Context: an optimization exercise on an open-source flow, tuned for small area, a short achievable clock period and few clock cycles. The choices shown serve that exercise and are no tape-out recipe. At most, simulation tests tie the RTL to the original design; equivalence was not proved. No functional check of the RTL was part of run 6. No activity file was given, so power comes from the tool's default toggle rates.

[design/flow/config.mk]
export PLATFORM = sky130hd
export DESIGN_NAME = wallace_mult_apb
export DESIGN_NICKNAME = wallace_mult_apb
export VERILOG_FILES = /design/flow/design.v
export SDC_FILE = /design/flow/constraint.sdc
export NUM_CORES = 4
export LEC_CHECK = 0
export ABC_AREA = 1
export CAP_MARGIN = 20
export CORE_MARGIN = 2
export CORE_UTILIZATION = 55
export SETUP_SLACK_MARGIN = 2.0
export SLEW_MARGIN = 20
[design/flow/constraint.sdc]
create_clock -name core_clock -period 5.0 [get_ports {clk}]
set_input_delay 1.0000 -clock core_clock [delete_from_list [all_inputs] [get_ports {clk}]]
set_output_delay 1.0000 -clock core_clock [all_outputs]
set_load 0.01 [all_outputs]
[design/flow/design.v]
`timescale 1ns/1ns
`default_nettype none
package wallace_mult_pkg;
  localparam int OPERAND_W   = 16;
  localparam int PRODUCT_W   = 32;
  localparam int NUM_PP_ROWS = 16;
  localparam int APB_ADDR_W = 8;
  localparam int APB_DATA_W = 32;
  localparam logic [APB_ADDR_W-1:0] ADDR_OPERAND_A = 8'h00;
  localparam logic [APB_ADDR_W-1:0] ADDR_OPERAND_B = 8'h04;
  localparam logic [APB_ADDR_W-1:0] ADDR_CTRL      = 8'h08;
  localparam logic [APB_ADDR_W-1:0] ADDR_STATUS    = 8'h0C;
  localparam logic [APB_ADDR_W-1:0] ADDR_PRODUCT   = 8'h10;
  localparam int STATUS_BUSY_BIT = 0;
  localparam int STATUS_DONE_BIT = 1;
  localparam int CTRL_START_BIT  = 0;
  typedef logic [PRODUCT_W-1:0] row_t;
  typedef struct packed {
    logic [OPERAND_W-1:0] a;
    logic [OPERAND_W-1:0] b;
  } operand_t;
  typedef struct packed {
    row_t sum_row;
    row_t carry_row;
  } csa_pair_t;
  typedef struct packed {
    logic                  psel;
    logic                  penable;
    logic                  pwrite;
    logic [APB_ADDR_W-1:0] paddr;
    logic [APB_DATA_W-1:0] pwdata;
  } apb_req_t;
  typedef struct packed {
    logic [APB_DATA_W-1:0] prdata;
    logic                  pready;
    logic                  pslverr;
  } apb_rsp_t;
endpackage
`default_nettype wire
`timescale 1ns/1ns
`default_nettype none
module partial_products (
  input  wire wallace_mult_pkg::operand_t                                            op,
  output wire [wallace_mult_pkg::NUM_PP_ROWS-1:0][wallace_mult_pkg::PRODUCT_W-1:0] rows
);
  for (genvar i = 0; i < wallace_mult_pkg::NUM_PP_ROWS; i++) begin : g_row
    logic [wallace_mult_pkg::OPERAND_W-1:0] and_bits;
    wallace_mult_pkg::row_t                 wide_bits;
    assign and_bits  = op.a & {wallace_mult_pkg::OPERAND_W{op.b[i]}};
    assign wide_bits = wallace_mult_pkg::row_t'(and_bits);
    assign rows[i] = wide_bits << i;
  end
endmodule
`default_nettype wire
`timescale 1ns/1ns
`default_nettype none
module csa_layer #(
  parameter int ROWS_IN  = 3,
  parameter int ROWS_OUT = 2 * (ROWS_IN / 3) + (ROWS_IN % 3)
) (
  input  wire [ROWS_IN-1:0][wallace_mult_pkg::PRODUCT_W-1:0]  rows_in,
  output wire [ROWS_OUT-1:0][wallace_mult_pkg::PRODUCT_W-1:0] rows_out
);
  localparam int GROUPS   = ROWS_IN / 3;
  localparam int LEFTOVER = ROWS_IN % 3;
  for (genvar g = 0; g < GROUPS; g++) begin : g_fa
    wallace_mult_pkg::row_t x;
    wallace_mult_pkg::row_t y;
    wallace_mult_pkg::row_t z;
    wallace_mult_pkg::row_t maj;
    assign x   = rows_in[3*g];
    assign y   = rows_in[3*g+1];
    assign z   = rows_in[3*g+2];
    assign maj = (x & y) | (x & z) | (y & z);
    assign rows_out[2*g]   = x ^ y ^ z;
    assign rows_out[2*g+1] = maj << 1;
  end
  for (genvar r = 0; r < LEFTOVER; r++) begin : g_pass
    assign rows_out[2*GROUPS+r] = rows_in[3*GROUPS+r];
  end
endmodule
`default_nettype wire
`timescale 1ns/1ns
`default_nettype none
module wallace_tree (
  input  wire [wallace_mult_pkg::NUM_PP_ROWS-1:0][wallace_mult_pkg::PRODUCT_W-1:0] rows,
  output wallace_mult_pkg::csa_pair_t                                               cs
);
  localparam int LEVEL0 = wallace_mult_pkg::NUM_PP_ROWS;
  localparam int LEVEL1 = 11;
  localparam int LEVEL2 = 8;
  localparam int LEVEL3 = 6;
  localparam int LEVEL4 = 4;
  localparam int LEVEL5 = 3;
  localparam int LEVEL6 = 2;
  wire [LEVEL1-1:0][wallace_mult_pkg::PRODUCT_W-1:0] lvl1;
  wire [LEVEL2-1:0][wallace_mult_pkg::PRODUCT_W-1:0] lvl2;
  wire [LEVEL3-1:0][wallace_mult_pkg::PRODUCT_W-1:0] lvl3;
  wire [LEVEL4-1:0][wallace_mult_pkg::PRODUCT_W-1:0] lvl4;
  wire [LEVEL5-1:0][wallace_mult_pkg::PRODUCT_W-1:0] lvl5;
  wire [LEVEL6-1:0][wallace_mult_pkg::PRODUCT_W-1:0] lvl6;
  csa_layer #(.ROWS_IN(LEVEL0)) u_level1 (
    .rows_in  (rows),
    .rows_out (lvl1)
  );
  csa_layer #(.ROWS_IN(LEVEL1)) u_level2 (
    .rows_in  (lvl1),
    .rows_out (lvl2)
  );
  csa_layer #(.ROWS_IN(LEVEL2)) u_level3 (
    .rows_in  (lvl2),
    .rows_out (lvl3)
  );
  csa_layer #(.ROWS_IN(LEVEL3)) u_level4 (
    .rows_in  (lvl3),
    .rows_out (lvl4)
  );
  csa_layer #(.ROWS_IN(LEVEL4)) u_level5 (
    .rows_in  (lvl4),
    .rows_out (lvl5)
  );
  csa_layer #(.ROWS_IN(LEVEL5)) u_level6 (
    .rows_in  (lvl5),
    .rows_out (lvl6)
  );
  assign cs.sum_row   = lvl6[0];
  assign cs.carry_row = lvl6[1];
endmodule
`default_nettype wire
`timescale 1ns/1ns
`default_nettype none
module stage_reg #(
  parameter int WIDTH = 1
) (
  input  wire              clk,
  input  wire              rst_n,
  input  wire              in_valid,
  input  wire  [WIDTH-1:0] in_data,
  output logic             out_valid,
  output logic [WIDTH-1:0] out_data
);
  always_ff @(posedge clk) begin
    if (!rst_n) begin
      out_valid <= 1'b0;
      out_data  <= '0;
    end else begin
      out_valid <= in_valid;
      if (in_valid) begin
        out_data <= in_data;
      end
    end
  end
endmodule
`default_nettype wire
`timescale 1ns/1ns
`default_nettype none
module wallace_mult_core (
  input  wire                             clk,
  input  wire                             rst_n,
  input  wire                             op_valid,
  input  wire wallace_mult_pkg::operand_t op,
  output logic                            res_valid,
  output wallace_mult_pkg::row_t          product
);
  logic      s1_valid;
  wallace_mult_pkg::operand_t  s1_op;
  logic [wallace_mult_pkg::NUM_PP_ROWS-1:0][wallace_mult_pkg::PRODUCT_W-1:0] pp_rows;
  wallace_mult_pkg::csa_pair_t tree_cs;
  logic      s2_valid;
  wallace_mult_pkg::csa_pair_t s2_cs;
  wallace_mult_pkg::row_t      final_sum;
  stage_reg #(.WIDTH(2 * wallace_mult_pkg::OPERAND_W)) u_stage1 (
    .clk       (clk),
    .rst_n     (rst_n),
    .in_valid  (op_valid),
    .in_data   (op),
    .out_valid (s1_valid),
    .out_data  (s1_op)
  );
  partial_products u_pp (
    .op   (s1_op),
    .rows (pp_rows)
  );
  wallace_tree u_tree (
    .rows (pp_rows),
    .cs   (tree_cs)
  );
  stage_reg #(.WIDTH(2 * wallace_mult_pkg::PRODUCT_W)) u_stage2 (
    .clk       (clk),
    .rst_n     (rst_n),
    .in_valid  (s1_valid),
    .in_data   (tree_cs),
    .out_valid (s2_valid),
    .out_data  (s2_cs)
  );
  assign final_sum = s2_cs.sum_row + s2_cs.carry_row;
  stage_reg #(.WIDTH(wallace_mult_pkg::PRODUCT_W)) u_stage3 (
    .clk       (clk),
    .rst_n     (rst_n),
    .in_valid  (s2_valid),
    .in_data   (final_sum),
    .out_valid (res_valid),
    .out_data  (product)
  );
endmodule
`default_nettype wire
`timescale 1ns/1ns
`default_nettype none
module apb_mult_regs (
  input  wire                             clk,
  input  wire                             rst_n,
  input  wire wallace_mult_pkg::apb_req_t apb_req,
  output wallace_mult_pkg::apb_rsp_t      apb_rsp,
  output logic                            op_valid,
  output wallace_mult_pkg::operand_t      op,
  input  wire                             res_valid,
  input  wire wallace_mult_pkg::row_t     product
);
  logic                  access;
  logic                  stall;
  logic                  xfer;
  logic                  wr_xfer;
  logic                  start;
  logic                  mapped;
  logic [wallace_mult_pkg::APB_DATA_W-1:0] rd_data;
  logic                  busy;
  logic                  done;
  wallace_mult_pkg::row_t                  product_q;
  assign access = apb_req.psel & apb_req.penable;
  assign stall = access & ~apb_req.pwrite & (apb_req.paddr == wallace_mult_pkg::ADDR_PRODUCT) & busy;
  assign xfer    = access & ~stall;
  assign wr_xfer = xfer & apb_req.pwrite;
  assign start = wr_xfer & (apb_req.paddr == wallace_mult_pkg::ADDR_CTRL) &
                 apb_req.pwdata[wallace_mult_pkg::CTRL_START_BIT] & ~busy;
  always_comb begin
    mapped  = 1'b1;
    rd_data = '0;
    case (apb_req.paddr)
      wallace_mult_pkg::ADDR_OPERAND_A: rd_data = wallace_mult_pkg::APB_DATA_W'(op.a);
      wallace_mult_pkg::ADDR_OPERAND_B: rd_data = wallace_mult_pkg::APB_DATA_W'(op.b);
      wallace_mult_pkg::ADDR_CTRL:      rd_data = '0;
      wallace_mult_pkg::ADDR_STATUS: begin
        rd_data[wallace_mult_pkg::STATUS_BUSY_BIT] = busy;
        rd_data[wallace_mult_pkg::STATUS_DONE_BIT] = done;
      end
      wallace_mult_pkg::ADDR_PRODUCT:   rd_data = wallace_mult_pkg::APB_DATA_W'(product_q);
      default:        mapped  = 1'b0;
    endcase
  end
  always_comb begin
    apb_rsp.prdata  = apb_req.pwrite ? '0 : rd_data;
    apb_rsp.pready  = ~stall;
    apb_rsp.pslverr = access & ~mapped;
  end
  always_ff @(posedge clk) begin
    if (!rst_n) begin
      op        <= '0;
      op_valid  <= 1'b0;
      busy      <= 1'b0;
      done      <= 1'b0;
      product_q <= '0;
    end else begin
      op_valid <= start;
      if (wr_xfer && apb_req.paddr == wallace_mult_pkg::ADDR_OPERAND_A) begin
        op.a <= apb_req.pwdata[wallace_mult_pkg::OPERAND_W-1:0];
      end
      if (wr_xfer && apb_req.paddr == wallace_mult_pkg::ADDR_OPERAND_B) begin
        op.b <= apb_req.pwdata[wallace_mult_pkg::OPERAND_W-1:0];
      end
      if (start) begin
        busy <= 1'b1;
        done <= 1'b0;
      end else if (res_valid) begin
        busy      <= 1'b0;
        done      <= 1'b1;
        product_q <= product;
      end
    end
  end
endmodule
`default_nettype wire
`timescale 1ns/1ns
`default_nettype none
module wallace_mult_apb (
  input  wire        clk,
  input  wire        rst_n,
  input  wire        psel,
  input  wire        penable,
  input  wire        pwrite,
  input  wire [7:0]  paddr,
  input  wire [31:0] pwdata,
  output wire [31:0] prdata,
  output wire        pready,
  output wire        pslverr
);
  logic [15:0] op_a;
  logic [15:0] op_b;
  logic [17:0] op_a3;      
  logic [31:0] prod;       
  logic        ph1;        
  logic        ph2;        
  logic        ph3;        
  logic        acc_en;     
  logic        done;
  logic        a_ok;       
  logic        b_ok;       
  logic [1:0]  dig1;
  logic [1:0]  dig2;
  logic [1:0]  dig3;
  logic        we_a;       
  logic        we_b;       
  logic        rd_a;       
  logic        rd_b;       
  logic        sel_stat;
  logic        sel_prod;   
  logic        rd_prod;    
  logic        err_q;
  logic        start_setup;
  logic        pass0;
  logic        busy;
  logic        done_d;
  logic        a_ok_d;
  logic        b_ok_d;
  assign start_setup = psel & ~penable & pwrite &
                       (paddr == wallace_mult_pkg::ADDR_CTRL) &
                       pwdata[wallace_mult_pkg::CTRL_START_BIT];
  assign busy = ph2 | ph3;
  assign pass0 = start_setup & ~busy;
  assign done_d = rst_n & (ph3 | (done & ~ph1));
  assign a_ok_d = rst_n & (a_ok | we_a);
  assign b_ok_d = rst_n & (b_ok | we_b);
  logic [15:0] acc_in;
  logic [17:0] row [2];
  logic [19:0] csa_x;
  logic [19:0] csa_y;
  logic [19:0] csa_z;
  logic [19:0] csa_s;
  logic [19:0] csa_c;
  logic [19:0] mac;
  assign acc_in = {16{acc_en}} & prod[31:16];
  for (genvar j = 0; j < 2; j++) begin : g_row
    assign row[j] = ({18{dig1[j]}} & {2'b00, op_a}) |
                    ({18{dig2[j]}} & {1'b0, op_a, 1'b0}) |
                    ({18{dig3[j]}} & op_a3);
  end
  assign csa_x = 20'(acc_in);
  assign csa_y = 20'(row[0]);
  assign csa_z = 20'(row[1]) << 2;
  assign csa_s = csa_x ^ csa_y ^ csa_z;
  assign csa_c = ((csa_x & csa_y) | (csa_x & csa_z) | (csa_y & csa_z)) << 1;
  assign mac   = csa_s + csa_c;
  always_ff @(posedge clk) begin
    if (pass0 | ph1 | busy) begin
      prod <= {mac, prod[15:4]};
    end
  end
  logic [15:0] b_next;
  logic [3:0]  bits_next;
  assign b_next = we_b ? pwdata[15:0] : op_b;
  always_comb begin
    if (ph2)        bits_next = op_b[15:12];
    else if (ph1)   bits_next = op_b[11:8];
    else if (pass0) bits_next = op_b[7:4];
    else            bits_next = b_next[3:0];
  end
  always_ff @(posedge clk) begin
    for (int j = 0; j < 2; j++) begin
      dig1[j] <= a_ok_d & b_ok_d & (bits_next[2*j+1 -: 2] == 2'd1);
      dig2[j] <= a_ok_d & b_ok_d & (bits_next[2*j+1 -: 2] == 2'd2);
      dig3[j] <= a_ok_d & b_ok_d & (bits_next[2*j+1 -: 2] == 2'd3);
    end
  end
  always_ff @(posedge clk) begin
    ph1  <= rst_n & pass0;
    ph2  <= rst_n & ph1;
    ph3  <= rst_n & ph2;
    acc_en <= rst_n & (pass0 | ph1 | ph2);
    done <= done_d;
    a_ok <= a_ok_d;
    b_ok <= b_ok_d;
  end
  always_ff @(posedge clk) begin
    we_a     <= psel & ~penable & pwrite & (paddr == wallace_mult_pkg::ADDR_OPERAND_A);
    we_b     <= psel & ~penable & pwrite & (paddr == wallace_mult_pkg::ADDR_OPERAND_B);
    rd_a     <= (paddr == wallace_mult_pkg::ADDR_OPERAND_A) & a_ok_d;
    rd_b     <= (paddr == wallace_mult_pkg::ADDR_OPERAND_B) & b_ok_d;
    sel_stat <= (paddr == wallace_mult_pkg::ADDR_STATUS);
    sel_prod <= (paddr == wallace_mult_pkg::ADDR_PRODUCT) & done_d;
    rd_prod  <= (paddr == wallace_mult_pkg::ADDR_PRODUCT) & ~pwrite;
    err_q    <= ~((paddr == wallace_mult_pkg::ADDR_OPERAND_A) |
                  (paddr == wallace_mult_pkg::ADDR_OPERAND_B) |
                  (paddr == wallace_mult_pkg::ADDR_CTRL) |
                  (paddr == wallace_mult_pkg::ADDR_STATUS) |
                  (paddr == wallace_mult_pkg::ADDR_PRODUCT));
  end
  always_ff @(posedge clk) begin
    if (!rst_n) begin
      op_a  <= '0;
    end else if (we_a) begin
      op_a  <= pwdata[15:0];
    end
    if (we_a) begin
      op_a3 <= 18'(pwdata[15:0]) + 18'({pwdata[15:0], 1'b0});
    end
    if (we_b) op_b <= pwdata[15:0];
  end
  logic [31:0] rd_data;
  always_comb begin
    rd_data = {32{sel_prod}} & prod;
    rd_data[15:0] = rd_data[15:0] | ({16{rd_a}} & op_a) | ({16{rd_b}} & op_b);
    rd_data[wallace_mult_pkg::STATUS_BUSY_BIT] =
      rd_data[wallace_mult_pkg::STATUS_BUSY_BIT] | (sel_stat & busy);
    rd_data[wallace_mult_pkg::STATUS_DONE_BIT] =
      rd_data[wallace_mult_pkg::STATUS_DONE_BIT] | (sel_stat & done);
  end
  assign prdata  = rd_data;
  assign pready  = ~(rd_prod & ph3);
  assign pslverr = err_q;
endmodule
`default_nettype wire
[design/flow/flow/run.sh]
#!/bin/bash
# The standard layout, with plain buffers (buf_2) instead of the default
# delay cells as the buffers on the input and output ports.
set -e
export BUFFER_PORTS_ARGS="-buffer_cell sky130_fd_sc_hd__buf_2"
bash standard.sh > standard.log 2>&1
[design/flow/standard.sh]
#!/bin/bash
# synth_recipe.tcl (not shown) runs the flow's synth.tcl, then flattens the netlist and writes it again
# the make line also repeats each setting of config.mk as NAME=value (left out here)
make -C /OpenROAD-flow-scripts/flow DESIGN_CONFIG=/design/flow/config.mk WORK_HOME=/design/flow/orfs CLKGATE_MAP_FILE= SYNTH_SCRIPT=/design/flow/synth_recipe.tcl "${@:-finish}"
==> run_results.csv, run 1 <==
group,metric,value,unit
status,status,"complete, no violations",
floorplanning,initial_core_util,0.561,
setup_path,worst_ep_arrival_time,2.87,ns
yosys,async_flop_share,0,
floorplanning,dieArea,0.0130,sq mm
yosys,synth_flop_cell,"edfxtp_1",
yosys,synth_nets,967,
setup_path,r2r_slack,2.23,ns
power_and_ir_drop,vdd.ir_drop.worst,0.199,mV
final_layout,diodes,0,
min_path,min_to,"prod[0]",
timing,fmax,0.362,GHz
yosys,netlist_top_cells_count,"nand2_1 (268), inv_1 (111), nand3_1 (77)",
yosys,syn_inst,867,
final_layout,nFillCells,1108,
cts,numCtsBuffers,9,
setup_path,path_class,"reg -> reg",
floorplanning,rows,40,
setup_path,end_kind,"flop",
routing,via_per_inst,5.54,
cts,cts_tree,"yes",
yosys,synth_area_per_cell,7.70,sq um
min_path,hold_path_class,"reg -> reg",
min_path,min_delay_path_depth,0,
cts,clock_latency,0.36,ns
global_routing,globalRoute.totalOverflow,0,
yosys,yosysMostFrequentCell,"nand2_1",
routing,final_antenna_net_count,0,
cts,cts_max_level,3,
routing,post-route-drc-count,0,
floorplanning,dieWidth,114,microns
setup_path,crit_path_max_fanout,14,
global_routing,grt_usage,0.286,
setup_path,required,5.10,ns
yosys,ys_ff_latch,103,
cts,cts-root-buf,"clkbuf_16",
global_routing,grt_pass1_wl,28700,microns
floorplanning,ioPinCount,79,
yosys,seq_area_frac_synth,0.402,
routing,wl,17900,microns
routing,vias,5968,
routing,drt_iter0_markers,520,
timing,rsz0062_at_grt,"no",
cts,cts_sinks,103,
final_layout,drive_gt1_frac,0.113,
timing,relSlewSlack,0.479,
routing,routedWlPerCell,16.6,microns
setup_path,start_kind,"flop",
power_and_ir_drop,power.leakage,3.82,nW
cts,clkTransAtPathRegs,0.08,ns
placement,io_buffer_count,62,
final_layout,area_delta_synth_final,11.5,%
timing,maxSlewViolCount,0,
global_routing,antenna_found_initial,0,
timing,min_period,2.77,ns
timing,post-route-period-util,0.553,
global_routing,grt_pass1_vias,5771,
yosys,synth_top_cell_area_share,0.279,
yosys,synth_cell_types,40,
setup_path,reg2reg_depth,11,
min_path,hold_path.startpoint,"prod[4]",
yosys,synth_area_leaders,"edfxtp_1 (28%), nand2_1 (15%), dfxtp_1 (12%), ha_1 (7.3%), inv_1 (6.2%)",
yosys,ys.warnings.count,2,
power_and_ir_drop,total_power,0.00172,W
flow_run,max_cap_viol_count,0,
timing,finalClockSkew,0.0123,ns
yosys,synth_area,0.00668,sq mm
timing,worstMarginPinSlew,0.781,ns
floorplanning,core_area,0.0119,sq mm
placement,place_congestion,0.974,
placement,dp.final_hpwl,14300,microns
timing,tns,0,ns
final_layout,nNetsFinal,1025,
yosys,yosys.area.top_type,"edfxtp_1",
power_and_ir_drop,power_per_cell_area,231,mW/mm^2
cts,clk_path_buf_depth,2,
routing,dr.pass1.iters,5,
timing,hold_viol_final,0,
floorplanning,die_y,114,microns
global_routing,grt_max_degree,39,
setup_path,timing.rr.end,"prod[27]",
yosys,synth_edf_count,62,
setup_path,r2r-start,"dig2[0]",
timing,finalSetupViolCount,0,
[report_power, final]
part	leakage, nW	internal (W)	switching, W	total [W]
Sequential	0.925	0.000898	0.000000960	0.000899
Clock	0.143	0.000352	0.000340	0.000693
Combinational	2.76	0.0000481	0.0000847	0.000133
[metal layers]
| layer | wire length, microns | up-vias | GRT usage |
|---|---|---|---|
| met2 | 8560 | 211 | 0.477 |
| li1 | - | 2941 | - |
| met1 | 7830 | 2778 | 0.372 |
| met3 | 941 | 38 | 0.0513 |
| met5 | 0 | - | 0 |
| met4 | 531 | 0 | 0.114 |
[worst max-delay path by stage]
stage	start	endpoint	slack, ns	cells past startpoint
6_report	dig2[0]	prod[27]	2.23	11
5_1_grt	dig3[0]	prod[30]	2.00	12
4_1_cts	acc_en	prod[28]	2.03	12
3_5_place_dp	dig1[1]	prod[28]	1.94	14
3_3_place_gp	acc_en	prod[30]	1.98	12
2_1_floorplan	acc_en	prod[26]	2.30	14
[placed cells by master (no fill, tap or decap), drive strengths merged]
cell	instances
o21bai	2
nor3	3
clkbuf	10
a21o	3
nand2	269
clkinv	2
nand3b	2
o2111ai	2
nor2	72
a21oi	47
xor2	22
fa	16
a31o	2
nand4	3
a21boi	1
ha	39
o22ai	4
inv	117
a22o	1
o21a	2
nor4	2
or2	4
nand3	78
o211ai	9
buf	68
o21ai	38
a31oi	4
and2	4
edfxtp	62
xnor2	1
dfxtp	41
[timing repair]
| item | 4_1_cts | 5_1_grt |
|---|---|---|
| buffers inserted | 0 | 4 |
| endpoints found under the setup margin | 4 | 14 |
| pin swaps | 0 | 0 |
| hold buffers | 0 | 0 |
| gates resized for setup | 3 | 9 |
[registers in the layout, summed over array words and instances, names as in the netlist, 2 cells and up]
register,count
dig1,2
dig2,2
dig3,2
op_a,16
op_a3,18
op_b,16
prod,32
[per-stage QoR]
| step | std cells | util | instance area (sq um) | setup WS [ns] | hold WS [ns] |
|---|---|---|---|---|---|
| after global routing | 1077 | 0.626 | 7450 | 2.00 | 0.470 |
| after floorplan | 867 | - | 6680 | 2.30 | 0.426 |
| after CTS | 1073 | 0.622 | 7400 | 2.03 | 0.457 |
| final | 1077 | 0.626 | 7450 | 2.23 | 0.460 |
| after global placement | 1057 | 0.597 | 7110 | 1.98 | 0.430 |
| after detailed placement | 1057 | 0.597 | 7110 | 1.94 | 0.445 |
[cell families (layout without fill, tap and decap cells)]
| logic type | Yosys count | after routing | synth area share |
|---|---|---|---|
| buffers and inverters | 134 | 197 | 0.0755 |
| and+or+nand+nor | 437 | 437 | 0.274 |
| AOI/OAI and AO/OA | 115 | 115 | 0.0974 |
| adders and majority gates | 55 | 55 | 0.121 |
| DFF | 103 | 103 | 0.402 |
| xor gates and xnor gates | 23 | 23 | 0.0302 |
[worst max-delay path: stages, from the launching register on]
cell      delay [ns]
dfxtp_4         0.44
inv_1           0.09
o211ai_1        0.25
fa_1            0.50
fa_1            0.47
nand3_1         0.12
nand2_1         0.13
nand3_1         0.10
nand2_1         0.09
nand3_1         0.10
nand2_1         0.09
xor2_1          0.15
[cell type report]
cell class / count / area (sq um) / share of cell area
Timing Repair Buffer: 68 / 355 / 0.0477
Clock inverter: 6 / 62.6 / 0.00840
Multi-Input combinational cell: 630 / 3490 / 0.469
Clock buffer: 10 / 229 / 0.0307
Inverter: 113 / 424 / 0.0569
Sequential cell: 103 / 2700 / 0.363
Tap cell: 147 / 184 / 0.0247
Testbench counts, summed over its fixed seeds: cycles 21,608.
==> inputs of run 2 (changes only) <==
--- a/design/flow/config.mk
+++ b/design/flow/config.mk
@@ -10,4 +10,5 @@
 export CORE_MARGIN = 2
 export CORE_UTILIZATION = 55
-export SETUP_SLACK_MARGIN = 2.0
+export CTS_BUF_LIST = sky130_fd_sc_hd__clkbuf_8
+export SETUP_SLACK_MARGIN = 2.2
 export SLEW_MARGIN = 20
==> run 2 against run 1 <==
Net effect:
- sequential power about the same
- synthesized cell count stayed put
- routed wire length up 0.53%
- non-clock buffer count rose by 4
- total power fell by 10%
- die area unchanged
- sequential share of layout area increased by 0.21 points
- worst setup slack improved by 0.043 ns
- maximum frequency grew 1.6%
- via count hardly changed
- synthesized area unchanged
- critical path type unchanged
- largest power group unchanged
- highest routed layer unchanged
==> run_results.csv, run 2 <==
group,metric,value,unit
yosys,synth_area,0.00668,sq mm
global_routing,grt_pass1_wl,28600,microns
timing,min_period,2.72,ns
final_layout,area_delta_synth_final,11.4,%
final_layout,largestRegisters,"prod x32, op_a3 x18",
final_layout,top_register,"prod",
power_and_ir_drop,total_power,0.00155,W
min_path,hold_path_class,"reg -> reg",
power_and_ir_drop,power_per_cell_area,208,mW/mm^2
floorplanning,dieWidth,114,microns
routing,dr.pass1.iters,5,
cts,cts-root-buf,"clkbuf_8",
placement,io_buffer_count,62,
final_layout,nFillCells,1114,
power_and_ir_drop,swShare,0.264,
min_path,hold_path.startpoint,"a_ok",
power_and_ir_drop,p_int,0.00114,W
routing,routedWlPerCell,16.6,microns
global_routing,grt_pass1_vias,5746,
final_layout,final_cell_mix,"nand2_1 (266), inv_1 (112), nand3_1 (77), nor2_1 (64)",
routing,wl,18000,microns
routing,vias,5971,
power_and_ir_drop,pwr-share-seq,0.581,
power_and_ir_drop,pwr-share-clk,0.334,
placement,place_congestion,0.974,
floorplanning,ioPinCount,79,
cts,cts_sinks,103,
floorplanning,initial_core_util,0.561,
setup_path,end_kind,"flop",
routing,final_antenna_net_count,0,
yosys,ys_ff_latch,103,
floorplanning,dieArea,0.0130,sq mm
setup_path,worst_ep_arrival_time,2.88,ns
cts,numCtsBuffers,9,
timing,finalClockSkew,0.0175,ns
power_and_ir_drop,power.leakage,3.80,nW
timing,relSlewSlack,0.471,
timing,fmax,0.367,GHz
setup_path,r2r-start,"op_a[8]",
cts,cts_max_level,3,
yosys,synth_flop_cell,"edfxtp_1",
cts,clkTransAtPathRegs,0.11,ns
setup_path,required,5.16,ns
status,status,"complete, no violations",
placement,dp.final_hpwl,14300,microns
cts,clock_latency,0.40,ns
routing,via_per_inst,5.52,
yosys,synth_edf_count,62,
yosys,yosysMostFrequentCell,"nand2_1",
yosys,synth_area_per_cell,7.70,sq um
routing,post-route-drc-count,0,
routing,drt_iter0_markers,534,
yosys,syn_inst,867,
timing,hold_ws,0.467,ns
yosys,synth_nets,967,
global_routing,grt_max_degree,39,
floorplanning,die_y,114,microns
final_layout,largest_reg_flops,32,
power_and_ir_drop,p_sw,0.000408,W
yosys,synth_cell_types,40,
setup_path,crit_path_max_fanout,6,
setup_path,path_class,"reg -> reg",
floorplanning,rows,40,
yosys,synth_top_cell_area_share,0.279,
floorplanning,core_area,0.0119,sq mm
global_routing,antenna_found_initial,0,
cts,cts_tree,"yes",
power_and_ir_drop,vdd.ir_drop.worst,0.219,mV
yosys,yosys.area.top_type,"edfxtp_1",
power_and_ir_drop,comb_power_share,0.086,
yosys,seq_area_frac_synth,0.402,
final_layout,final_common_cell,"nand2_1",
cts,clk_path_buf_depth,2,
final_layout,nNetsFinal,1029,
global_routing,globalRoute.totalOverflow,0,
timing,maxSlewViolCount,0,
timing,post-route-period-util,0.545,
flow_run,max_cap_viol_count,0,
yosys,netlist_top_cells_count,"nand2_1 (268), inv_1 (111), nand3_1 (77)",
timing,rsz0062_at_grt,"no",
yosys,synth_area_leaders,"edfxtp_1 (28%), nand2_1 (15%), dfxtp_1 (12%), ha_1 (7.3%), inv_1 (6.2%)",
timing,finalSetupViolCount,0,
setup_path,startpoint,"op_a[8]",
yosys,async_flop_share,0,
timing,tns,0,ns
timing,worstMarginPinSlew,0.793,ns
setup_path,start_kind,"flop",
global_routing,grt_usage,0.286,
timing,hold_viol_final,0,
final_layout,drive_gt1_frac,0.134,
final_layout,diodes,0,
yosys,ys.warnings.count,2,
## run 2: changes by cell type in the layout (fill, tap and decap cells not counted), moves of 3 or more
cell / change
clkbuf_8: +9
a21oi_2: +5
ha_2: +3
dfxtp_4: +3
dfxtp_1: -3
a21oi_1: -5
ha_1: -3
clkbuf_16: -9
## run 2: power groups by stage
stage / Clock, W / Combinational, W / Sequential [W]
2_1_floorplan: 0 / 0.0000883 / 0.000920
3_3_place_gp: 0 / 0.000129 / 0.000921
3_5_place_dp: 0 / 0.000133 / 0.000921
4_1_cts: 0.000521 / 0.000134 / 0.000900
5_1_grt: 0.000550 / 0.000150 / 0.000898
6_report: 0.000515 / 0.000133 / 0.000897
## run 2: per-layer routing
layer / wire (microns) / global-route usage / vias up
met2: 8460 / 0.472 / 215
met3: 901 / 0.0508 / 48
li1: - / - / 2945
met1: 7950 / 0.369 / 2763
met4: 645 / 0.128 / 0
met5: 0 / 0 / -
## run 2: area by class of cell
class | count | area, sq um | area share
timing repair buffer | 72 | 395 | 0.0531
inverter | 113 | 424 | 0.0570
tap | 147 | 184 | 0.0247
clock buffer | 9 | 124 | 0.0166
clock inverter | 7 | 66.3 | 0.00891
multi-input combinational | 630 | 3530 | 0.475
sequential | 103 | 2710 | 0.365
## run 2: worst paths after layout
check / end / slack (ns) / cells after the start
worst max-delay path: prod[24] / 2.28 / 9
worst min register to register: a_ok / 0.47 / 2
worst min-delay path: a_ok / 0.47 / 2
worst max register to register: prod[24] / 2.28 / 9
## run 2: cell families after synthesis
family	synth area share
adder cells (fa/ha/maj)	0.121
AO/OA/AOI/OAI	0.0974
buffers and inverters	0.0755
flip-flops	0.402
XOR/XNOR	0.0302
AND/OR/NAND/NOR	0.274
## run 2: timing repair
item                                    4_1_cts  5_1_grt
pin swaps                                     0        2
hold buffers                                  0        0
resized for setup                            11       21
endpoints found under the setup margin       29       11
setup buffers                                 0        8
## run 2: per-stage QoR
stage          instance area [sq um]  setup slack (ns)   util  cells
5_1_grt                         7440              2.16  0.625   1081
4_1_cts                         7320              2.22  0.614   1073
3_5_place_dp                    7110              1.94  0.597   1057
3_3_place_gp                    7110              1.98  0.597   1057
6_report                        7440              2.28  0.625   1081
2_1_floorplan                   6680              2.30      -    867
## run 2: critical path, cell delays in order (launching register included)
cell     delay (ns)
dfxtp_1        0.53
nand2_1        0.13
nand3_1        0.15
fa_1           0.46
ha_1           0.37
nand2_1        0.14
inv_1          0.05
a21oi_1        0.32
nand3_1        0.17
xor2_1         0.17
==> inputs of run 3 (changes only) <==
--- a/design/flow/config.mk
+++ b/design/flow/config.mk
@@ -9,6 +9,6 @@
 export CAP_MARGIN = 20
 export CORE_MARGIN = 2
-export CORE_UTILIZATION = 55
+export CORE_UTILIZATION = 65
 export CTS_BUF_LIST = sky130_fd_sc_hd__clkbuf_8
-export SETUP_SLACK_MARGIN = 2.2
+export SETUP_SLACK_MARGIN = 2.1
 export SLEW_MARGIN = 20
==> run 3 against run 2 <==
Net effect:
- largest cell class unchanged
- via count grew 2.5%
- largest power group unchanged
- final cell count shrank 1.8%
- highest routed layer unchanged
- total power grew 0.72%
- design area shrank 1.5%
- clock-buffer cell count grew 2
- still clean
- core utilization grew 9.8 points
- maximum frequency shrank 3.4%
==> run_results.csv, run 3 <==
group,metric,value,unit
status,status,"complete, no violations",
cts,postCtsHoldBufs,0,
setup_path,path_class,"reg -> reg",
cts,numCtsBuffers,9,
timing,fin_ws,2.18,ns
placement,io_buffer_count,62,
routing,via_per_inst,5.76,
timing,relSlewSlack,0.498,
placement,placed_area,0.00710,sq mm
global_routing,grt_pass1_wl,28200,microns
floorplanning,ioPinCount,79,
floorplanning,dieArea,0.0111,sq mm
setup_path,crit_path_max_incr_delay,0.50,ns
timing,min_period,2.82,ns
yosys,ys.warnings.count,2,
yosys,synth_flop_cell,"edfxtp_1",
routing,routedWlPerCell,16.6,microns
yosys,synth_cell_types,40,
cts,clkTransAtPathRegs,0.10,ns
yosys,synth_area_per_cell,7.70,sq um
setup_path,reg2reg_depth,11,
timing,finalClockSkew,0.00980,ns
min_path,min_delay_path_depth,0,
global_routing,globalRoute.totalOverflow,0,
yosys,ys_ff_latch,103,
global_routing,grt_max_degree,39,
yosys,netlist_top_cells_count,"nand2_1 (268), inv_1 (111), nand3_1 (77)",
routing,dr.pass1.iters,5,
timing,rsz0062_at_grt,"yes",
final_layout,largest_reg_flops,32,
final_layout,fin_area,0.00733,sq mm
floorplanning,rows,37,
power_and_ir_drop,power_per_cell_area,212,mW/mm^2
flow_run,max_cap_viol_count,0,
setup_path,crit_chain,"inv_1 > o211ai_1 > fa_1 > ha_1 > a21oi_1 > nand2_1 > nand3_1 > nand2_1 > nand3_1 > nand2_1 > xor2_1",
timing,finalSetupViolCount,0,
yosys,syn_inst,867,
final_layout,final_cell_mix,"nand2_1 (268), inv_1 (111), nand3_1 (77), nor2_1 (66)",
cts,cts_sinks,103,
final_layout,diodes,0,
routing,final_antenna_net_count,0,
placement,post-place-ws,1.95,ns
routing,drt_iter0_markers,527,
final_layout,final_common_cell,"nand2_1",
final_layout,nFillCells,810,
cts,cts-root-buf,"clkbuf_8",
timing,fmax,0.355,GHz
final_layout,top_register,"prod",
final_layout,area_delta_synth_final,9.72,%
yosys,synth_edf_count,62,
setup_path,start_kind,"flop",
timing,maxSlewViolCount,0,
yosys,synth_nets,967,
timing,worstMarginPinSlew,0.752,ns
yosys,yosys.area.top_type,"edfxtp_1",
timing,tns,0,ns
yosys,synth_top_cell_area_share,0.279,
final_layout,nNetsFinal,1021,
global_routing,grt_pass1_vias,5706,
yosys,yosysMostFrequentCell,"nand2_1",
min_path,min_to,"prod[7]",
timing,post-route-period-util,0.564,
final_layout,drive_gt1_frac,0.111,
setup_path,r2r-start,"dig2[1]",
cts,cts_tree,"yes",
setup_path,slowest_stage,"dfxtp_2",
setup_path,crit_path_frequent_cell,"nand2_1",
global_routing,antenna_found_initial,0,
floorplanning,initial_core_util,0.659,
power_and_ir_drop,vdd.ir_drop.worst,0.172,mV
power_and_ir_drop,power.leakage,3.76,nW
setup_path,required,5.13,ns
setup_path,worst_ep_arrival_time,2.95,ns
floorplanning,die_y,105,microns
routing,vias,6120,
min_path,hold_path.startpoint,"prod[11]",
setup_path,crit_path_max_fanout,14,
cts,clk_path_buf_depth,2,
yosys,async_flop_share,0,
floorplanning,core_area,0.0101,sq mm
routing,wl,17600,microns
placement,place_congestion,0.966,
cts,cts_max_level,3,
yosys,seq_area_frac_synth,0.402,
final_layout,largestRegisters,"prod x32, op_a3 x18",
min_path,hold_path_class,"reg -> reg",
cts,clock_latency,0.38,ns
setup_path,end_kind,"flop",
placement,dp.final_hpwl,13900,microns
routing,post-route-drc-count,0,
yosys,synth_area_leaders,"edfxtp_1 (28%), nand2_1 (15%), dfxtp_1 (12%), ha_1 (7.3%), inv_1 (6.2%)",
timing,hold_viol_final,0,
cts,post_cts_buffers,0,
yosys,synth_area,0.00668,sq mm
global_routing,grt_usage,0.326,
floorplanning,dieWidth,105,microns
setup_path,timing.rr.end,"prod[27]",
setup_path,r2r_slack,2.18,ns
## run 3: cell counts after synthesis
No cell type changed its count.
## run 3: timing repair
| item | CTS | global route |
|---|---|---|
| cloned | 0 | 0 |
| pin swaps | 0 | 0 |
| endpoints found under the setup margin | 13 | 10 |
| gates resized for setup | 7 | 9 |
## run 3: kinds of logic (layout without fill, tap and decap cells)
family          Yosys count  in the layout  share of synthesized area
compound gates          115            115                     0.0974
xor+xnor                 23             23                     0.0302
fa+ha+maj                55             55                      0.121
buf+inv                 134            193                     0.0755
flops                   103            103                      0.402
simple gates            437            437                      0.274
## run 3: final cells by class
cell class | count | area [sq um] | area share
tap | 136 | 170 | 0.0232
timing repair buffer | 64 | 325 | 0.0444
inverter | 113 | 424 | 0.0579
sequential | 103 | 2710 | 0.369
multi-input combinational | 630 | 3500 | 0.477
clock inverter | 5 | 51.3 | 0.00700
clock buffer | 11 | 151 | 0.0207
## run 3: worst max path at each step
stage,from,endpoint,slack [ns],cells past startpoint
global placement,dig1[1],prod[26],2.00,14
detailed placement,dig1[1],prod[26],1.95,14
global route,dig1[1],prod[26],2.08,13
finish,dig2[1],prod[27],2.18,11
floorplan,acc_en,prod[26],2.30,14
CTS,dig1[0],prod[27],2.10,12
## run 3: worst max-delay path: cells and delay by family (launching register included)
| family | cells | cell delay, ns |
|---|---|---|
| XOR/XNOR | 1 | 0.15 |
| adder cells (fa/ha/maj) | 2 | 0.84 |
| AND/OR/NAND/NOR | 5 | 0.53 |
| AO/OA/AOI/OAI | 2 | 0.42 |
| buffers and inverters | 1 | 0.13 |
| flip-flops | 1 | 0.50 |
## run 3: power by group
part / internal (W) / switching, W / leakage, nW
combinational: 0.0000482 / 0.0000850 / 2.73
clock: 0.000219 / 0.000306 / 0.104
sequential: 0.000897 / 0.00000129 / 0.925
## run 3: layer usage
| metal | track usage | vias up | routed length, microns |
|---|---|---|---|
| met4 | 0.153 | 0 | 682 |
| met1 | 0.434 | 2849 | 7190 |
| met3 | 0.0353 | 50 | 1220 |
| met2 | 0.535 | 289 | 8510 |
| li1 | - | 2932 | - |
| met5 | 0 | - | 0 |
## run 3: through the flow
| stage | hold WS (ns) | cells | util | total power [W] |
|---|---|---|---|---|
| 2_1_floorplan | 0.426 | 867 | - | 0.00101 |
| 3_5_place_dp | 0.439 | 1046 | 0.700 | 0.00105 |
| 3_3_place_gp | 0.434 | 1046 | 0.700 | 0.00105 |
| 6_report | 0.473 | 1062 | 0.723 | 0.00156 |
| 5_1_grt | 0.485 | 1062 | 0.723 | 0.00161 |
| 4_1_cts | 0.472 | 1062 | 0.721 | 0.00156 |
==> inputs of run 4 (changes only) <==
--- a/design/flow/config.mk
+++ b/design/flow/config.mk
@@ -9,5 +9,5 @@
 export CAP_MARGIN = 20
 export CORE_MARGIN = 2
-export CORE_UTILIZATION = 65
+export CORE_UTILIZATION = 45
 export CTS_BUF_LIST = sky130_fd_sc_hd__clkbuf_8
 export SETUP_SLACK_MARGIN = 2.1
==> run 4 against run 3 <==
Net effect:
- sequential power is essentially flat
- total power is essentially flat
- largest power group unchanged
- register-to-register slack gained 0.10 ns
- clock skew grew 0.0010 ns
- still clean on timing, DRC and antenna
==> run_results.csv, run 4 <==
group,metric,value,unit
final_layout,top_register,"prod",
timing,rsz0062_at_grt,"no",
timing,finalClockSkew,0.0108,ns
global_routing,grt_max_degree,39,
setup_path,timing.rr.end,"prod[27]",
yosys,synth_area_leaders,"edfxtp_1 (28%), nand2_1 (15%), dfxtp_1 (12%), ha_1 (7.3%), inv_1 (6.2%)",
status,status,"complete, no violations",
routing,dr.pass1.iters,5,
cts,clkTransAtPathRegs,0.11,ns
final_layout,largest_reg_flops,32,
power_and_ir_drop,vdd.ir_drop.worst,0.210,mV
flow_run,max_cap_viol_count,0,
global_routing,globalRoute.totalOverflow,0,
setup_path,path_class,"reg -> reg",
setup_path,reg2reg_depth,12,
routing,post-route-drc-count,0,
yosys,synth_area_per_cell,7.70,sq um
global_routing,grt_usage,0.230,
cts,clk_path_buf_depth,2,
global_routing,grt_pass1_vias,5369,
power_and_ir_drop,power.leakage,3.80,nW
yosys,synth_cell_types,40,
yosys,async_flop_share,0,
timing,hold_ws,0.467,ns
yosys,yosys.area.top_type,"edfxtp_1",
final_layout,area_delta_synth_final,11.6,%
floorplanning,core_area,0.0145,sq mm
yosys,synth_top_cell_area_share,0.279,
timing,fmax,0.368,GHz
min_path,min_delay_path_depth,2,
setup_path,r2r-start,"dig3[1]",
floorplanning,initial_core_util,0.460,
min_path,hold_path.startpoint,"a_ok",
min_path,hold_path_class,"reg -> reg",
final_layout,fin_util,0.513,
floorplanning,ioPinCount,79,
floorplanning,rows,44,
cts,cts_max_level,3,
yosys,synth_edf_count,62,
min_path,min_to,"a_ok",
setup_path,start_kind,"flop",
power_and_ir_drop,power_per_cell_area,209,mW/mm^2
final_layout,largestRegisters,"prod x32, op_a3 x18",
routing,vias,5808,
floorplanning,die_y,126,microns
setup_path,crit_path_max_fanout,8,
timing,min_period,2.72,ns
final_layout,diodes,0,
yosys,yosysMostFrequentCell,"nand2_1",
cts,cts-root-buf,"clkbuf_8",
timing,finalSetupViolCount,0,
floorplanning,dieArea,0.0158,sq mm
routing,drt_iter0_markers,412,
setup_path,r2r_slack,2.28,ns
global_routing,grt_pass1_wl,28400,microns
yosys,netlist_top_cells_count,"nand2_1 (268), inv_1 (111), nand3_1 (77)",
yosys,synth_flop_cell,"edfxtp_1",
placement,place_congestion,0.941,
cts,cts_tree,"yes",
setup_path,required,5.14,ns
yosys,synth_nets,967,
yosys,syn_inst,867,
final_layout,drive_gt1_frac,0.123,
global_routing,antenna_found_initial,0,
timing,tns,0,ns
placement,dp.final_hpwl,14300,microns
final_layout,nNetsFinal,1028,
floorplanning,dieWidth,126,microns
power_and_ir_drop,total_power,0.00156,W
final_layout,final_cell_mix,"nand2_1 (268), inv_1 (111), nand3_1 (77), nor2_1 (66)",
cts,clock_latency,0.39,ns
yosys,ys_ff_latch,103,
timing,post-route-period-util,0.544,
routing,routedWlPerCell,15.9,microns
routing,via_per_inst,5.20,
placement,io_buffer_count,62,
timing,maxSlewViolCount,0,
yosys,seq_area_frac_synth,0.402,
timing,relSlewSlack,0.526,
yosys,synth_area,0.00668,sq mm
timing,hold_viol_final,0,
setup_path,worst_ep_arrival_time,2.86,ns
setup_path,end_kind,"flop",
cts,numCtsBuffers,9,
routing,final_antenna_net_count,0,
yosys,ys.warnings.count,2,
cts,cts_sinks,103,
routing,wl,17800,microns
timing,worstMarginPinSlew,0.709,ns
final_layout,final_common_cell,"nand2_1",
run 4: per-layer routing:
metal	global-route usage	routed length, microns
met1	0.341	8620
met2	0.349	7820
met3	0.0340	1010
met4	0.0718	334
met5	0	0
run 4: how the worst max path moves through the flow:
stage	cells past startpoint	from	slack [ns]	end
global placement	11	dig1[1]	1.93	prod[27]
CTS	14	dig1[1]	2.10	prod[26]
floorplan	14	acc_en	2.30	prod[26]
detailed placement	14	dig1[1]	1.89	prod[26]
finish	12	dig3[1]	2.28	prod[27]
global route	11	op_a3[2]	2.11	prod[27]
run 4: per-stage QoR:
stage | instances | area, sq um | setup slack (ns)
2_1_floorplan | 867 | 6680 | 2.30
3_3_place_gp | 1094 | 7160 | 1.93
3_5_place_dp | 1094 | 7160 | 1.89
4_1_cts | 1110 | 7360 | 2.10
6_report | 1117 | 7450 | 2.28
5_1_grt | 1117 | 7450 | 2.11
run 4: worst max-delay path, stage by stage, from the launching register on:
cell and delay (ns):
dfxtp_4 0.38, buf_4 0.17, buf_4 0.16, nand2_1 0.05
nand3_1 0.10, fa_1 0.38, ha_1 0.39, inv_1 0.13
o21ai_0 0.10, or2_1 0.26, a21oi_1 0.12, nand2_1 0.09
xor2_1 0.15
run 4: report_power, final:
group | total (W) | internal [W] | switching, W
clock | 0.000528 | 0.000199 | 0.000328
sequential | 0.000898 | 0.000896 | 0.00000117
combinational | 0.000132 | 0.0000479 | 0.0000843
total | 0.00156 | 0.00114 | 0.000414
run 4: cells by family after synthesis:
| group | after synthesis | share of synthesized area |
|---|---|---|
| simple gates | 437 | 0.274 |
| compound gates | 115 | 0.0974 |
| buf+inv | 134 | 0.0755 |
| xor+xnor | 23 | 0.0302 |
| flops | 103 | 0.402 |
| fa+ha+maj | 55 | 0.121 |
run 4: layout make-up:
class	instances	area (sq um)
Inverter	113	424
Timing Repair Buffer	71	378
Multi-Input combinational cell	630	3510
Clock inverter	7	75.1
Tap cell	184	230
Sequential cell	103	2710
Fill cell	1503	7080
Clock buffer	9	124
run 4: what timing repair did:
| item | CTS | global route |
|---|---|---|
| setup endpoints to repair | 27 | 11 |
| pin swaps | 0 | 2 |
| gates resized for setup | 8 | 13 |
| hold buffers | 0 | 0 |
| setup buffers | 0 | 7 |
==> inputs of run 5 (changes only) <==
--- a/design/flow/config.mk
+++ b/design/flow/config.mk
@@ -9,6 +9,6 @@
 export CAP_MARGIN = 20
 export CORE_MARGIN = 2
-export CORE_UTILIZATION = 45
+export CORE_UTILIZATION = 55
 export CTS_BUF_LIST = sky130_fd_sc_hd__clkbuf_8
-export SETUP_SLACK_MARGIN = 2.1
+export SETUP_SLACK_MARGIN = 2.0
 export SLEW_MARGIN = 20
==> run 5 against run 4 <==
Net effect:
- clock skew up 0.0042 ns
- via count grew 2.9%
- design area is 1.5% lower
- maximum frequency is 1.3% lower
- synthesized area stayed put
- still clean on timing, DRC and antenna
- register-to-register slack worse by 0.04 ns
- global-route usage is 5.6 points higher
- worst hold slack worse by 0.0018 ns
- flip-flop and latch count is the same
- highest routed layer unchanged
- sequential power hardly changed
- routed wire length down 0.15%
==> run_results.csv, run 5 <==
group,metric,value,unit
timing,rsz0062_at_grt,"no",
floorplanning,dieArea,0.0130,sq mm
yosys,async_flop_share,0,
yosys,synth_area_per_cell,7.70,sq um
placement,dp_cells,1057,
cts,cts-root-buf,"clkbuf_8",
routing,drt_iter0_markers,582,
timing,post-route-period-util,0.551,
power_and_ir_drop,pwr-share-clk,0.333,
yosys,synth_edf_count,62,
yosys,synth_nets,967,
power_and_ir_drop,vdd.ir_drop.worst,0.218,mV
floorplanning,dieWidth,114,microns
timing,finalSetupViolCount,0,
status,status,"complete, no violations",
yosys,synth_top_cell_area_share,0.279,
yosys,netlist_top_cells_count,"nand2_1 (268), inv_1 (111), nand3_1 (77)",
cts,clk_path_buf_depth,2,
power_and_ir_drop,swShare,0.263,
floorplanning,initial_core_util,0.561,
routing,via_per_inst,5.56,
global_routing,grt_pass1_vias,5749,
timing,fmax,0.363,GHz
timing,relSlewSlack,0.457,
global_routing,globalRoute.totalOverflow,0,
placement,dp.final_hpwl,14300,microns
flow_run,max_cap_viol_count,0,
routing,wl,17800,microns
cts,numCtsBuffers,9,
routing,dr.pass1.iters,5,
routing,post-route-drc-count,0,
yosys,synth_flop_cell,"edfxtp_1",
floorplanning,rows,40,
final_layout,area_delta_synth_final,9.95,%
setup_path,start_kind,"flop",
final_layout,top_register,"prod",
final_layout,final_common_cell,"nand2_1",
floorplanning,die_y,114,microns
setup_path,crit_path_max_fanout,14,
final_layout,diodes,0,
yosys,synth_cell_types,40,
cts,postCtsHoldBufs,0,
yosys,synth_area_leaders,"edfxtp_1 (28%), nand2_1 (15%), dfxtp_1 (12%), ha_1 (7.3%), inv_1 (6.2%)",
cts,cts_tree,"yes",
timing,tns,0,ns
final_layout,final_cell_mix,"nand2_1 (268), inv_1 (112), nand3_1 (77), nor2_1 (66)",
yosys,synth_area,0.00668,sq mm
yosys,ys_ff_latch,103,
routing,routedWlPerCell,16.5,microns
power_and_ir_drop,comb_power_share,0.086,
power_and_ir_drop,power.leakage,3.78,nW
final_layout,drive_gt1_frac,0.112,
routing,vias,5979,
cts,clkTransAtPathRegs,0.11,ns
global_routing,grt_usage,0.286,
cts,clock_latency,0.40,ns
timing,finalClockSkew,0.0150,ns
timing,min_period,2.75,ns
setup_path,required,5.16,ns
cts,cts_sinks,103,
cts,cts_max_level,3,
yosys,yosysMostFrequentCell,"nand2_1",
timing,hold_viol_final,0,
placement,io_buffer_count,62,
setup_path,crit_chain,"inv_1 > o211ai_1 > fa_1 > fa_1 > nand3_1 > nand2_1 > nand3_1 > nand2_1 > nand3_1 > nand2_1 > xor2_1",
power_and_ir_drop,pwr-share-seq,0.581,
yosys,seq_area_frac_synth,0.402,
yosys,yosys.area.top_type,"edfxtp_1",
setup_path,crit_path_max_incr_delay,0.50,ns
global_routing,grt_max_degree,39,
setup_path,slowest_stage,"fa_1",
global_routing,grt_pass1_wl,28600,microns
power_and_ir_drop,p_int,0.00114,W
routing,final_antenna_net_count,0,
floorplanning,ioPinCount,79,
power_and_ir_drop,power_per_cell_area,211,mW/mm^2
placement,place_congestion,0.974,
setup_path,path_class,"reg -> reg",
setup_path,worst_ep_arrival_time,2.91,ns
final_layout,largest_reg_flops,32,
timing,worstMarginPinSlew,0.814,ns
setup_path,end_kind,"flop",
global_routing,antenna_found_initial,0,
power_and_ir_drop,p_sw,0.000407,W
final_layout,largestRegisters,"prod x32, op_a3 x18",
yosys,ys.warnings.count,2,
min_path,hold_path_class,"reg -> reg",
final_layout,final_cells,1076,
floorplanning,core_area,0.0119,sq mm
yosys,syn_inst,867,
final_layout,nNetsFinal,1024,
timing,maxSlewViolCount,0,
==> run 5: cell types whose count changed in the layout (fill, tap and decap cells not counted), moves of 2 or more <==
| cell | before | now |
|---|---|---|
| buf_4 | 9 | 5 |
| inv_6 | 0 | 3 |
| a21oi_2 | 2 | 0 |
| dfxtp_4 | 7 | 5 |
| a21oi_1 | 45 | 47 |
| dfxtp_1 | 31 | 33 |
==> run 5: metal layers <==
metal / part of all wire / track usage / vias to the layer above
li1: - / - / 2941
met1: 0.44 / 0.369 / 2768
met2: 0.47 / 0.472 / 219
met3: 0.055 / 0.0508 / 51
met4: 0.039 / 0.128 / 0
met5: 0 / 0 / -
==> run 5: metrics by stage <==
step | worst slack [ns] | instance area [sq um] | hold WS, ns | util | total power [W]
after global routing | 2.00 | 7340 | 0.478 | 0.617 | 0.00160
after floorplan | 2.30 | 6680 | 0.426 | - | 0.00101
after detailed placement | 1.94 | 7110 | 0.445 | 0.597 | 0.00105
after global placement | 1.98 | 7110 | 0.430 | 0.597 | 0.00105
after CTS | 2.02 | 7300 | 0.461 | 0.613 | 0.00156
final | 2.25 | 7340 | 0.465 | 0.617 | 0.00155
==> run 5: cells by family after synthesis <==
group / after synthesis / share of synthesized area
AO/OA/AOI/OAI: 115 / 0.0974
XOR/XNOR: 23 / 0.0302
adder cells (fa/ha/maj): 55 / 0.121
AND/OR/NAND/NOR: 437 / 0.274
buffers and inverters: 134 / 0.0755
flip-flops: 103 / 0.402
==> run 5: final timing paths <==
path	startpoint	to	slack (ns)	depth (start not counted)
worst max-delay path	dig2[0]	prod[27]	2.25	11
worst min-delay path	a_ok	a_ok	0.47	2
worst max register to register	dig2[0]	prod[27]	2.25	11
worst min register to register	a_ok	a_ok	0.47	2
==> run 5: worst max-delay path, delay by kind of cell (launching register included) <==
| kind | cells | cell delay (ns) |
|---|---|---|
| compound gates | 1 | 0.25 |
| xor+xnor | 1 | 0.15 |
| fa+ha+maj | 2 | 0.97 |
| buf+inv | 1 | 0.09 |
| flops | 1 | 0.45 |
| simple gates | 6 | 0.62 |
==> run 5: area by class of cell <==
type | count | area, sq um
Sequential cell | 103 | 2710
Fill cell | 1125 | 4570
Clock inverter | 7 | 66.3
Clock buffer | 9 | 124
Inverter | 113 | 424
Tap cell | 147 | 184
Timing Repair Buffer | 67 | 348
Multi-Input combinational cell | 630 | 3490
==> run 5: timing repair <==
item | 4_1_cts | 5_1_grt
setup buffers | 0 | 3
cloned | 0 | 0
gates resized for setup | 3 | 10
endpoints found under the setup margin | 4 | 20
==> run 5: power groups by stage <==
stage           logic, W  clock network, W  registers [W]
4_1_cts         0.000134          0.000521       0.000901
3_3_place_gp    0.000129                 0       0.000921
6_report        0.000133          0.000515       0.000899
5_1_grt         0.000150          0.000550       0.000899
2_1_floorplan  0.0000883                 0       0.000920
3_5_place_dp    0.000133                 0       0.000921
==> inputs of run 6 (changes only) <==
--- a/design/flow/design.v
+++ b/design/flow/design.v
@@ -347,6 +347,7 @@
   assign csa_y = 20'(row[0]);
   assign csa_z = 20'(row[1]) << 2;
-  assign csa_s = csa_x ^ csa_y ^ csa_z;
-  assign csa_c = ((csa_x & csa_y) | (csa_x & csa_z) | (csa_y & csa_z)) << 1;
+  assign csa_s = {csa_x[19:2] ^ csa_y[19:2] ^ csa_z[19:2], csa_x[1:0]};
+  assign csa_c = {((csa_x[18:2] & csa_y[18:2]) | (csa_x[18:2] & csa_z[18:2]) |
+                   (csa_y[18:2] & csa_z[18:2])), 1'b0, csa_y[1:0]};
   assign mac   = csa_s + csa_c;
   always_ff @(posedge clk) begin
==> run 6 against run 5 <==
Net effect:
- first-iteration DRC count decreased by 18%
- synthesized area is 0.24% higher
- design area grew 0.70%
- synthesized cell count decreased by 2.4%
- worst hold slack lost 0.0017 ns
- worst setup slack got worse by 0.11 ns
- core utilization grew 0.17 points
- global-route usage fell by 0.26 points
- total power rose by 3.6%
- register-to-register slack got worse by 0.11 ns
- non-clock buffer count down 3
- combinational power about the same
- highest routed layer unchanged
==> run_results.csv, run 6 <==
group,metric,value,unit
status,status,"complete, no violations",
power_and_ir_drop,comb_power_share,0.084,
power_and_ir_drop,vdd.ir_drop.worst,0.242,mV
cts,cts-root-buf,"clkbuf_8",
final_layout,area_delta_synth_final,10.4,%
yosys,synth_mux_area_frac,0,
cts,post_cts_buffers,0,
yosys,synth_top_cell_area_share,0.278,
power_and_ir_drop,p_int,0.00116,W
yosys,synth-simple-area-share,0.219,
flow_run,max_cap_viol_count,0,
yosys,yosys.area.top_type,"edfxtp_1",
routing,via_per_inst,5.60,
timing,finalSetupViolCount,0,
timing,rsz0062_at_grt,"yes",
setup_path,crit_chain,"inv_1 > o21ai_0 > a21oi_1 > fa_1 > inv_1 > ha_1 > a21oi_2 > o21ai_1 > and2_1 > o21ai_1 > nand3_1 > nand2_1 > nand2_1",
final_layout,diodes,0,
power_and_ir_drop,power.leakage,3.65,nW
min_path,hold_path_class,"reg -> reg",
final_layout,final_cell_mix,"nand2_1 (206), inv_1 (123), a21oi_1 (73), nor2_1 (65)",
cts,numCtsBuffers,9,
routing,drt_iter0_markers,475,
timing,min_period,2.86,ns
setup_path,timing.rr.end,"prod[29]",
placement,io_buffer_count,62,
yosys,ys.warnings.count,2,
floorplanning,core_area,0.0120,sq mm
yosys,async_flop_share,0,
timing,hold_viol_final,0,
timing,fmax,0.349,GHz
placement,dp.final_hpwl,14300,microns
final_layout,nNetsFinal,999,
global_routing,grt_pass1_vias,5568,
yosys,synth_edf_count,62,
yosys,synth_area,0.00670,sq mm
yosys,synth_nets,944,
floorplanning,dieArea,0.0131,sq mm
yosys,synth_adder_area_share,0.117,
global_routing,grt_pass1_wl,28200,microns
min_path,hold_path.startpoint,"prod[10]",
yosys,synth_area_per_cell,7.92,sq um
yosys,ys_ff_latch,103,
final_layout,largest_reg_flops,32,
global_routing,globalRoute.totalOverflow,0,
yosys,synth_top_family_by_area,"simple AND/OR/NAND/NOR gates",
min_path,min_delay_path_depth,0,
yosys,synth_cell_types,44,
placement,place_congestion,0.961,
yosys,synth_compound_area_frac,0.149,
floorplanning,initial_core_util,0.560,
setup_path,r2r-start,"dig2[1]",
cts,clk_path_buf_depth,2,
floorplanning,die_y,114,microns
power_and_ir_drop,p_sw,0.000445,W
setup_path,end_kind,"flop",
floorplanning,rows,40,
timing,relSlewSlack,0.506,
yosys,synth_xor_area_frac,0.0288,
final_layout,largestRegisters,"prod x32, op_a3 x18",
setup_path,required,5.16,ns
min_path,min_to,"prod[6]",
setup_path,path_class,"reg -> reg",
yosys,netlist_top_cells_count,"nand2_1 (206), inv_1 (123), a21oi_1 (75)",
yosys,synth_area_leaders,"edfxtp_1 (28%), dfxtp_1 (12%), nand2_1 (12%), ha_1 (6.9%), inv_1 (6.9%)",
power_and_ir_drop,swShare,0.278,
yosys,synth_flop_cell,"edfxtp_1",
final_layout,drive_gt1_frac,0.129,
setup_path,crit_path_max_fanout,14,
timing,finalClockSkew,0.0161,ns
cts,clock_latency,0.40,ns
global_routing,antenna_found_initial,0,
timing,worstMarginPinSlew,0.740,ns
setup_path,start_kind,"flop",
global_routing,grt_max_degree,39,
routing,dr.pass1.iters,11,
setup_path,reg2reg_depth,13,
final_layout,top_register,"prod",
cts,cts_max_level,3,
setup_path,r2r_slack,2.14,ns
timing,tns,0,ns
power_and_ir_drop,pwr-share-seq,0.560,
routing,post-route-drc-count,0,
power_and_ir_drop,pwr-share-clk,0.356,
power_and_ir_drop,power_per_cell_area,217,mW/mm^2
floorplanning,dieWidth,114,microns
cts,clkTransAtPathRegs,0.12,ns
timing,hold_ws,0.464,ns
yosys,seq_area_frac_synth,0.401,
global_routing,grt_usage,0.283,
final_layout,final_common_cell,"nand2_1",
cts,cts_tree,"yes",
routing,vias,5899,
floorplanning,ioPinCount,79,
yosys,yosysMostFrequentCell,"nand2_1",
setup_path,worst_ep_arrival_time,3.02,ns
routing,final_antenna_net_count,0,
routing,routedWlPerCell,17.1,microns
setup_path,crit_path_max_incr_delay,0.50,ns
routing,wl,18100,microns
cts,cts_sinks,103,
yosys,syn_inst,846,
setup_path,slowest_stage,"fa_1",
timing,maxSlewViolCount,0,
timing,post-route-period-util,0.572,
-- run 6: power groups by stage --
stage          Clock [W]  Sequential, W  Combinational [W]
2_1_floorplan          0       0.000920          0.0000888
3_3_place_gp           0       0.000920           0.000131
3_5_place_dp           0       0.000920           0.000134
4_1_cts         0.000588       0.000901           0.000134
5_1_grt         0.000610       0.000898           0.000152
6_report        0.000570       0.000898           0.000135
-- run 6: how the worst max path moves through the flow --
stage	from	to	depth (start not counted)
2_1_floorplan	dig2[1]	prod[29]	14
3_3_place_gp	acc_en	prod[30]	12
3_5_place_dp	acc_en	prod[28]	12
4_1_cts	dig3[0]	prod[28]	12
5_1_grt	op_a[1]	prod[29]	13
6_report	dig2[1]	prod[29]	13
-- run 6: cells by family (layout without fill, tap and decap cells) --
family | Yosys count | in the layout
simple gates | 347 | 347
compound gates | 169 | 169
buf+inv | 152 | 212
flops | 103 | 103
fa+ha+maj | 53 | 53
xor+xnor | 22 | 22
-- run 6: cell type report --
type | count | area [sq um]
Fill cell | 1102 | 4570
Clock buffer | 9 | 124
Multi-Input combinational cell | 591 | 3450
Inverter | 132 | 495
Tap cell | 147 | 184
Clock inverter | 7 | 96.3
Sequential cell | 103 | 2720
Timing Repair Buffer | 64 | 325
-- run 6: critical path, delay by kind of cell (launching register included) --
| family | cells | cell delay (ns) |
|---|---|---|
| AO/OA/AOI/OAI | 5 | 0.80 |
| adder cells (fa/ha/maj) | 2 | 0.88 |
| buffers and inverters | 2 | 0.13 |
| flip-flops | 1 | 0.45 |
| AND/OR/NAND/NOR | 4 | 0.37 |
-- run 6: layer usage --
| layer | GRT usage | part of all wire | vias to the layer above |
|---|---|---|---|
| met5 | 0 | 0 | - |
| met2 | 0.459 | 0.46 | 214 |
| met4 | 0.108 | 0.031 | 0 |
| met3 | 0.0529 | 0.065 | 36 |
| met1 | 0.379 | 0.45 | 2739 |
| li1 | - | - | 2910 |
-- run 6: metrics by stage --
step	total power (W)	setup slack [ns]	cell area, sq um	cells	utilization
2_1_floorplan	0.00101	2.24	6700	846	-
3_3_place_gp	0.00105	1.91	7130	1037	0.596
3_5_place_dp	0.00105	1.84	7130	1037	0.596
4_1_cts	0.00162	2.02	7360	1053	0.615
5_1_grt	0.00166	1.99	7400	1053	0.618
6_report	0.00160	2.14	7400	1053	0.618
-- run 6: repair_timing --
| action | in CTS | in global routing |
|---|---|---|
| gates resized for setup | 6 | 19 |
| cloned | 0 | 0 |
| setup endpoints to repair | 13 | 11 |
| hold buffers | 0 | 0 |

## afterwards: timing with drivers on the ports
In the flow no input, the clock included, has a driving cell. The finished layouts below were timed again as built, in two steps.
Step 1, drivers: a clkbuf_16 drives clk and a buf_2 each remaining input, both assumed.
Step 2 adds t to the input delays and takes it off the output delays; t is the mean of the earliest and latest rising clock arrival at the registers after step 1. Input paths then give back, and output paths get back, about the clock's delay inside the block.
Slacks: no drivers / after step 1 / after step 2; pairs: no drivers / after step 1.
run | t, ns | setup WS [ns] | worst hold slack (ns) | worst data-port slew with drivers (ns)
run 1 | 0.390 | 2.235 / 2.235 / 1.995 | 0.460 / 0.460 / 0.460 | 0.03
run 2 | 0.423 | 2.277 / 2.277 / 1.993 | 0.467 / 0.467 / 0.467 | 0.03
run 3 | 0.409 | 2.181 / 2.181 / 2.066 | 0.473 / 0.473 / 0.473 | 0.03
run 4 | 0.422 | 2.282 / 2.282 / 2.041 | 0.467 / 0.467 / 0.467 | 0.03
run 5 | 0.422 | 2.246 / 2.246 / 1.987 | 0.465 / 0.465 / 0.465 | 0.03
run 6 | 0.424 | 2.138 / 2.138 / 2.020 | 0.464 / 0.464 / 0.464 | 0.03
After both steps setup and hold are still met in every run listed. For run 2, which loses most, drivers alone change the setup slack by 0.000 ns; drivers and shift together by -0.284 ns.
